From an optimization exercise on the open Yosys and OpenROAD flow, aimed at small area; shortcuts taken in it are not production practice.
Function was checked by simulation only, so behaviour that the tests miss may differ from the original.

### design.v
package cpu_types_pkg;
    typedef logic [31:0] word_t;
    localparam int BP_ENTRIES_DEF  = 16;
    localparam int BP_CNT_BITS_DEF = 2;
    localparam logic [BP_CNT_BITS_DEF-1:0] BP_WEAK_TAKEN = 2'b10;
    localparam int BP_TAG_MAX = 29;
    localparam int BP_CNT_MAX = 8;
    typedef struct packed {
        logic                  valid;
        logic [BP_TAG_MAX-1:0] tag;
        word_t                 target;
        logic [BP_CNT_MAX-1:0] cnt;
    } bp_entry_t;
    function automatic logic [BP_CNT_MAX-1:0] bp_weak_taken(input int width);
        bp_weak_taken = {{(BP_CNT_MAX-1){1'b0}}, 1'b1} << (width - 1);
    endfunction
endpackage
module sat_counter #(
    parameter int WIDTH = 2
) (
    input  logic             CLK,
    input  logic             nRST,
    input  logic             inc,
    input  logic             dec,
    input  logic             load,
    input  logic [WIDTH-1:0] load_val,
    output logic [WIDTH-1:0] count
);
    localparam logic [WIDTH-1:0] CNT_MAX = {WIDTH{1'b1}};
    localparam logic [WIDTH-1:0] CNT_MIN = {WIDTH{1'b0}};
    logic [WIDTH-1:0] count_r;
    always_ff @(posedge CLK or negedge nRST) begin
        if (!nRST) begin
            count_r <= CNT_MIN;
        end else if (load) begin
            count_r <= load_val;
        end else if (inc && (count_r != CNT_MAX)) begin
            count_r <= count_r + WIDTH'(1);
        end else if (dec && (count_r != CNT_MIN)) begin
            count_r <= count_r - WIDTH'(1);
        end
    end
    assign count = count_r;
endmodule
module branch_predictor #(
    parameter int ENTRIES  = cpu_types_pkg::BP_ENTRIES_DEF,
    parameter int CNT_BITS = cpu_types_pkg::BP_CNT_BITS_DEF
) (
    input  logic        CLK,
    input  logic        nRST,
    input  logic [31:0] fetch_pc,
    output logic        predict_taken,
    output logic [31:0] predict_target,
    input  logic        update_en,
    input  logic [31:0] update_pc,
    input  logic        update_taken,
    input  logic [31:0] update_target,
    input  logic        update_mispredict,
    input  logic        bp_clear,
    output logic [31:0] branch_count,
    output logic [31:0] mispredict_count
);
    localparam int IDX   = $clog2(ENTRIES);
    localparam int TAG_W = 30 - IDX;
    localparam logic [CNT_BITS-1:0] WEAK_TAKEN = CNT_BITS'(cpu_types_pkg::bp_weak_taken(CNT_BITS));
    localparam logic [31:0] PERF_MAX = 32'hFFFF_FFFF;
    logic [IDX-1:0]      fetch_idx_s;
    logic [IDX-1:0]      upd_idx_s;
    logic [TAG_W-1:0]    fetch_tag_s;
    logic [TAG_W-1:0]    upd_tag_s;
    logic                valid_r  [ENTRIES];
    logic [TAG_W-1:0]    tag_r    [ENTRIES];
    cpu_types_pkg::word_t               target_r [ENTRIES];
    logic [CNT_BITS-1:0] cnt_s    [ENTRIES];
    logic [ENTRIES-1:0]  upd_sel_s;
    logic [ENTRIES-1:0]  inc_s;
    logic [ENTRIES-1:0]  dec_s;
    logic [ENTRIES-1:0]  load_s;
    logic                upd_hit_s;
    cpu_types_pkg::bp_entry_t           rd_entry_s;
    logic                rd_hit_s;
    logic [31:0]         branch_count_r;
    logic [31:0]         mispredict_count_r;
    logic                unused_pc_bits_s;
    assign fetch_idx_s = fetch_pc[IDX+1:2];
    assign fetch_tag_s = fetch_pc[31:IDX+2];
    assign upd_idx_s   = update_pc[IDX+1:2];
    assign upd_tag_s   = update_pc[31:IDX+2];
    assign unused_pc_bits_s = ^update_pc[1:0];
    always_comb begin
        rd_entry_s.valid  = valid_r[fetch_idx_s];
        rd_entry_s.tag    = cpu_types_pkg::BP_TAG_MAX'(tag_r[fetch_idx_s]);
        rd_entry_s.target = target_r[fetch_idx_s];
        rd_entry_s.cnt    = cpu_types_pkg::BP_CNT_MAX'(cnt_s[fetch_idx_s]);
        rd_hit_s = rd_entry_s.valid && (rd_entry_s.tag == cpu_types_pkg::BP_TAG_MAX'(fetch_tag_s));
        predict_taken = rd_hit_s && (|(rd_entry_s.cnt >> (CNT_BITS - 1)));
        if (predict_taken) begin
            predict_target = rd_entry_s.target;
        end else begin
            predict_target = fetch_pc + 32'd4;
        end
    end
    always_comb begin
        upd_hit_s = valid_r[upd_idx_s] && (tag_r[upd_idx_s] == upd_tag_s);
        for (int i = 0; i < ENTRIES; i++) begin
            upd_sel_s[i] = update_en && !bp_clear && (upd_idx_s == IDX'(i));
            inc_s[i]     = upd_sel_s[i] && upd_hit_s && update_taken;
            dec_s[i]     = upd_sel_s[i] && upd_hit_s && !update_taken;
            load_s[i]    = upd_sel_s[i] && !upd_hit_s && update_taken;
        end
    end
    for (genvar g = 0; g < ENTRIES; g++) begin : g_entry
        sat_counter #(
            .WIDTH(CNT_BITS)
        ) u_cnt (
            .CLK     (CLK),
            .nRST    (nRST),
            .inc     (inc_s[g]),
            .dec     (dec_s[g]),
            .load    (load_s[g]),
            .load_val(WEAK_TAKEN),
            .count   (cnt_s[g])
        );
    end
    always_ff @(posedge CLK or negedge nRST) begin
        if (!nRST) begin
            for (int i = 0; i < ENTRIES; i++) begin
                valid_r[i]  <= 1'b0;
                tag_r[i]    <= {TAG_W{1'b0}};
                target_r[i] <= 32'h0000_0000;
            end
        end else if (bp_clear) begin
            for (int i = 0; i < ENTRIES; i++) begin
                valid_r[i] <= 1'b0;
            end
        end else begin
            for (int i = 0; i < ENTRIES; i++) begin
                if (load_s[i]) begin
                    valid_r[i]  <= 1'b1;
                    tag_r[i]    <= upd_tag_s;
                    target_r[i] <= update_target;
                end else if (inc_s[i]) begin
                    target_r[i] <= update_target;
                end
            end
        end
    end
    always_ff @(posedge CLK or negedge nRST) begin
        if (!nRST) begin
            branch_count_r     <= 32'h0000_0000;
            mispredict_count_r <= 32'h0000_0000;
        end else if (update_en) begin
            if (branch_count_r != PERF_MAX) begin
                branch_count_r <= branch_count_r + 32'd1;
            end
            if (update_mispredict && (mispredict_count_r != PERF_MAX)) begin
                mispredict_count_r <= mispredict_count_r + 32'd1;
            end
        end
    end
    assign branch_count     = branch_count_r;
    assign mispredict_count = mispredict_count_r;
endmodule
### config.mk
export PLATFORM = sky130hd
export DESIGN_NAME = branch_predictor
export DESIGN_NICKNAME = branch_predictor
export VERILOG_FILES = /design/flow/design.v
export SDC_FILE = /design/flow/constraint.sdc
export NUM_CORES = 4
export LEC_CHECK = 0
export CAP_MARGIN = 20
export CORE_MARGIN = 2
export CORE_UTILIZATION = 20
export PLACE_DENSITY = 0.35
export SETUP_SLACK_MARGIN = 0.3
export SLEW_MARGIN = 20
### constraint.sdc
create_clock -name core_clock -period 7.5 [get_ports {CLK}]
set_input_delay 1.5000 -clock core_clock [delete_from_list [all_inputs] [get_ports {CLK}]]
set_output_delay 1.5000 -clock core_clock [all_outputs]
set_load 0.01 [all_outputs]
### run.sh
#!/bin/bash
# synth_recipe.tcl (not shown) runs the flow's synth.tcl, then flattens the netlist and writes it again
# the make line also repeats each setting of config.mk as NAME=value (left out here)
make -C /OpenROAD-flow-scripts/flow DESIGN_CONFIG=/design/flow/config.mk WORK_HOME=/design/flow/orfs CLKGATE_MAP_FILE= SYNTH_SCRIPT=/design/flow/synth_recipe.tcl finish
==> impl_metrics.json <==
{
  "min_period_ns": 6.91,
  "synth_fp_nets": 4474,
  "die_x_um": 513,
  "max_freq_mhz": 145,
  "met1_length_um": 114000,
  "dr_wl_met3_um": 12700,
  "whs_ns": 0.486,
  "io_buffers": 196,
  "postSynth.asyncResetShare_pct": 100,
  "dpl-instance-area_sq_um": 60200,
  "drt_iter0_markers": 4016,
  "timing.rr.end": "tag_r[3][12]",
  "finClkSkew_ns": 0.0737,
  "highest_layer": "met5",
  "min_path_type": "register to register",
  "mostFrequentLayoutCells": "dfrtp_1 (1,040), mux2_2 (900), buf_4 (285)",
  "p_leak_nw": 28.5,
  "synth_ff_type": "dfrtp_1",
  "route.detailed.drc": 0,
  "final_cell_count_no_fill": 8198,
  "setup_violations": 0,
  "grt_setup_unrepaired": "false",
  "io_pins": 199,
  "gp_congestion": 0.870,
  "path_clk_slew_ns": 0.05,
  "synth_cell_types": 87,
  "routed_wl_um": 252000,
  "slew_headroom_pct": 15.5,
  "clk-insertion-delay-late_ns": 0.82,
  "required_ns": 6.00,
  "grt_first_pass_wirelength_um": 349000,
  "synth_area_sq_um": 51900,
  "fin_nets": 4795,
  "die-area_sq_um": 264000,
  "area_growth_pct": 25.8,
  "crit_end": "predict_target[3]",
  "r2r_start": "tag_r[7][10]",
  "die_h_um": 513,
  "met2_length_um": 117000,
  "viasPerCell": 4.98,
  "start_util_pct": 20.1,
  "period_share_pct": 92.2,
  "synth_edf_count": 0,
  "gr-total-overflow": 0,
  "clockBufferDepth": 3,
  "synth_cells": 4366,
  "post-dp-hpwl_um": 162000,
  "dp_cells": 7926,
  "cts_tree": "yes",
  "wl_per_cell_um": 30.7,
  "grt_max_degree": 156,
  "startpoint": "fetch_pc[2]",
  "p_per_area_nw_per_um2": 243,
  "p_total_mw": 15.9,
  "start_kind": "input port",
  "antenna_found_initial": 23,
  "final_max_slew_viol_count": 0,
  "cp.arrival_ns": 5.41,
  "drv_cap": 0,
  "grt_pass1_vias": 41000,
  "tightest_slew_ns": 1.27,
  "avgSynthCellArea_sq_um": 11.9,
  "drt.antenna.violating_nets": 0,
  "reg2reg_slack_ns": 3.55,
  "rows": 187,
  "h-tree-depth": 4,
  "final_core_util_pct": 25.2,
  "clock-sinks": 1040,
  "status": "timing/DRC/antenna clean",
  "drive_gt1_share_pct": 33.6,
  "yosys_register_bits": 1040,
  "core_area_sq_um": 259000,
  "grt.total_usage_pct": 18.7,
  "yosys_warnings": 9,
  "ctsHoldBuffers": 0,
  "r2r_cells": 12,
  "design_area_sq_um": 65300,
  "hold_violations": 0,
  "irDropWorstVdd_v": 0.000221,
  "cp-end-kind": "output pin",
  "path_max_fanout": 8,
  "first_pass_iters": 8,
  "yosysSeqAreaShare_pct": 50.1,
  "vias": 40800,
  "clock-root-buffer": "clkbuf_16",
  "worstSetupPathType": "input port to output pin",
  "numCtsBuffers": 136,
  "final_common_cell": "dfrtp_1"
}
-- per-stage QoR --
step	setup slack, ns	TNS [ns]
after floorplan	1.58	0
after global placement	-0.882	-21.54
after detailed placement	-0.756	-17.72
after CTS	0.282	0
after global routing	0.450	0
final	0.586	0
-- cell families after synthesis --
logic type | count (synthesis) | synth area share (%)
AOI/OAI and AO/OA | 922 | 13.1
xor gates and xnor gates | 128 | 2.16
adders and majority gates | 6 | 0.145
buffers and inverters | 430 | 3.70
DFF | 1040 | 50.1
muxes | 1065 | 22.9
and+or+nand+nor | 775 | 7.85
-- worst min-delay path by stage --
stage	depth (start not counted)	slack, ns	to	startpoint
final	1	0.49	mispredict_count_r[19]	mispredict_count_r[19]
after global routing	1	0.51	mispredict_count_r[27]	mispredict_count_r[27]
after CTS	1	0.49	mispredict_count_r[19]	mispredict_count_r[19]
after detailed placement	1	0.48	mispredict_count_r[19]	mispredict_count_r[19]
after global placement	1	0.48	mispredict_count_r[19]	mispredict_count_r[19]
after floorplan	1	0.47	tag_r[5][25]	tag_r[5][25]
-- synth_stat cells, types with 8 or more instances --
master,count,share of area (%)
nor2b_1,45,0.54
mux2_2,900,20
o21ai_0,119,1.1
nand3_1,138,1.3
nand3b_1,20,0.29
a21o_1,21,0.30
a32o_1,11,0.21
xnor2_1,79,1.3
a31oi_1,35,0.42
a21oi_1,92,0.89
nor4_1,23,0.28
o211ai_1,18,0.26
buf_1,59,0.43
mux2_1,80,1.7
and3_1,43,0.52
and2_1,25,0.30
mux2i_1,84,1.6
a22o_1,62,1.0
o2111ai_1,8,0.13
a221oi_1,80,1.3
or3_1,8,0.096
nor2_1,120,0.87
and3b_1,8,0.13
nand2b_1,21,0.25
dfrtp_1,1040,50
clkbuf_1,232,1.7
a221o_1,19,0.37
buf_6,19,0.41
nand2_1,160,1.2
xor2_1,49,0.83
o221ai_1,11,0.19
a32oi_1,20,0.34
inv_1,37,0.27
a222oi_1,39,0.75
buf_4,25,0.36
buf_2,56,0.54
nand4_1,63,0.76
o22ai_1,49,0.59
nor3_1,57,0.55
a22oi_1,264,3.8
o2bb2ai_1,10,0.17
-- metal layers --
layer	vias up	global-route usage, %
met1	22000	25.8
met2	1313	30.4
met4	14	4.98
li1	17100	-
met5	-	0
met3	353	2.81
-- critical path: stages --
cell and delay [ns]:
dlymetal6s2s_1 0.10, buf_6 0.16, clkinvlp_4 0.15, ha_4 0.24
buf_4 0.16, nor2b_1 0.14, buf_4 0.20, a221oi_4 0.30
a21oi_1 0.08, nor3_2 0.37, buf_4 0.18, or3_1 0.10
nand3_2 0.13, nor4_4 0.37, buf_4 0.18, nand4_1 0.09
buf_6 0.18, buf_12 0.14, buf_12 0.14, mux2i_4 0.25
buf_6 0.14, buf_12 0.09
-- report_power, final --
group	switching, mW	internal (mW)
Clock	2.86	3.75
Combinational	1.24	1.10
Sequential	0.569	6.35
-- registers in the layout, summed over array words and instances (netlist names) --
register               count
valid_r                   16
target_r                 512
g_entry.u_cnt.count_r     32
mispredict_count_r        32
branch_count_r            32
tag_r                    416
-- layout make-up --
type	instances	area, sq um
fill	27200	193000
clock buffer	200	3910
timing repair buffer	574	5930
antenna	6	15.0
sequential	1040	26000
tap	3402	4260
multi-input combinational	2896	24500
clock inverter	41	579
inverter	39	150
-- what timing repair did --
action | CTS | global route
setup buffers | 17 | 5
resized for setup | 88 | 17
pin swaps | 19 | 13
hold endpoints to repair | 0 | 0
endpoints found under the setup margin | 33 | 32
cloned | 3 | 0

## separate check: timing with driven ports
Ports are ideal in the flow. The routed layout listed here was re-timed in OpenROAD.
Step 1 (the two cells are an assumption about what drives the block):
set clk [get_ports {CLK}]
set_driving_cell -lib_cell sky130_fd_sc_hd__clkbuf_16 $clk
set_driving_cell -lib_cell sky130_fd_sc_hd__buf_2 [delete_from_list [all_inputs] $clk]
Step 2 also shifts input and output timing later by t, the mid clock arrival at the registers, as if the neighbouring blocks saw the same clock.
Three values: ideal, step 1, step 2; two values: the first two.
shift t [ns]: 0.886
setup slack, ns: 0.586 / 0.562 / 0.562
hold slack, ns: 0.486 / 0.486 / 0.486
clock arrival spread, ns: 0.074 / 0.074
cell pins on the clock port's net: 1
After both steps setup and hold are still met in this run. The setup slack of this run moves by -0.024 ns with the drivers and by -0.024 ns with both steps.
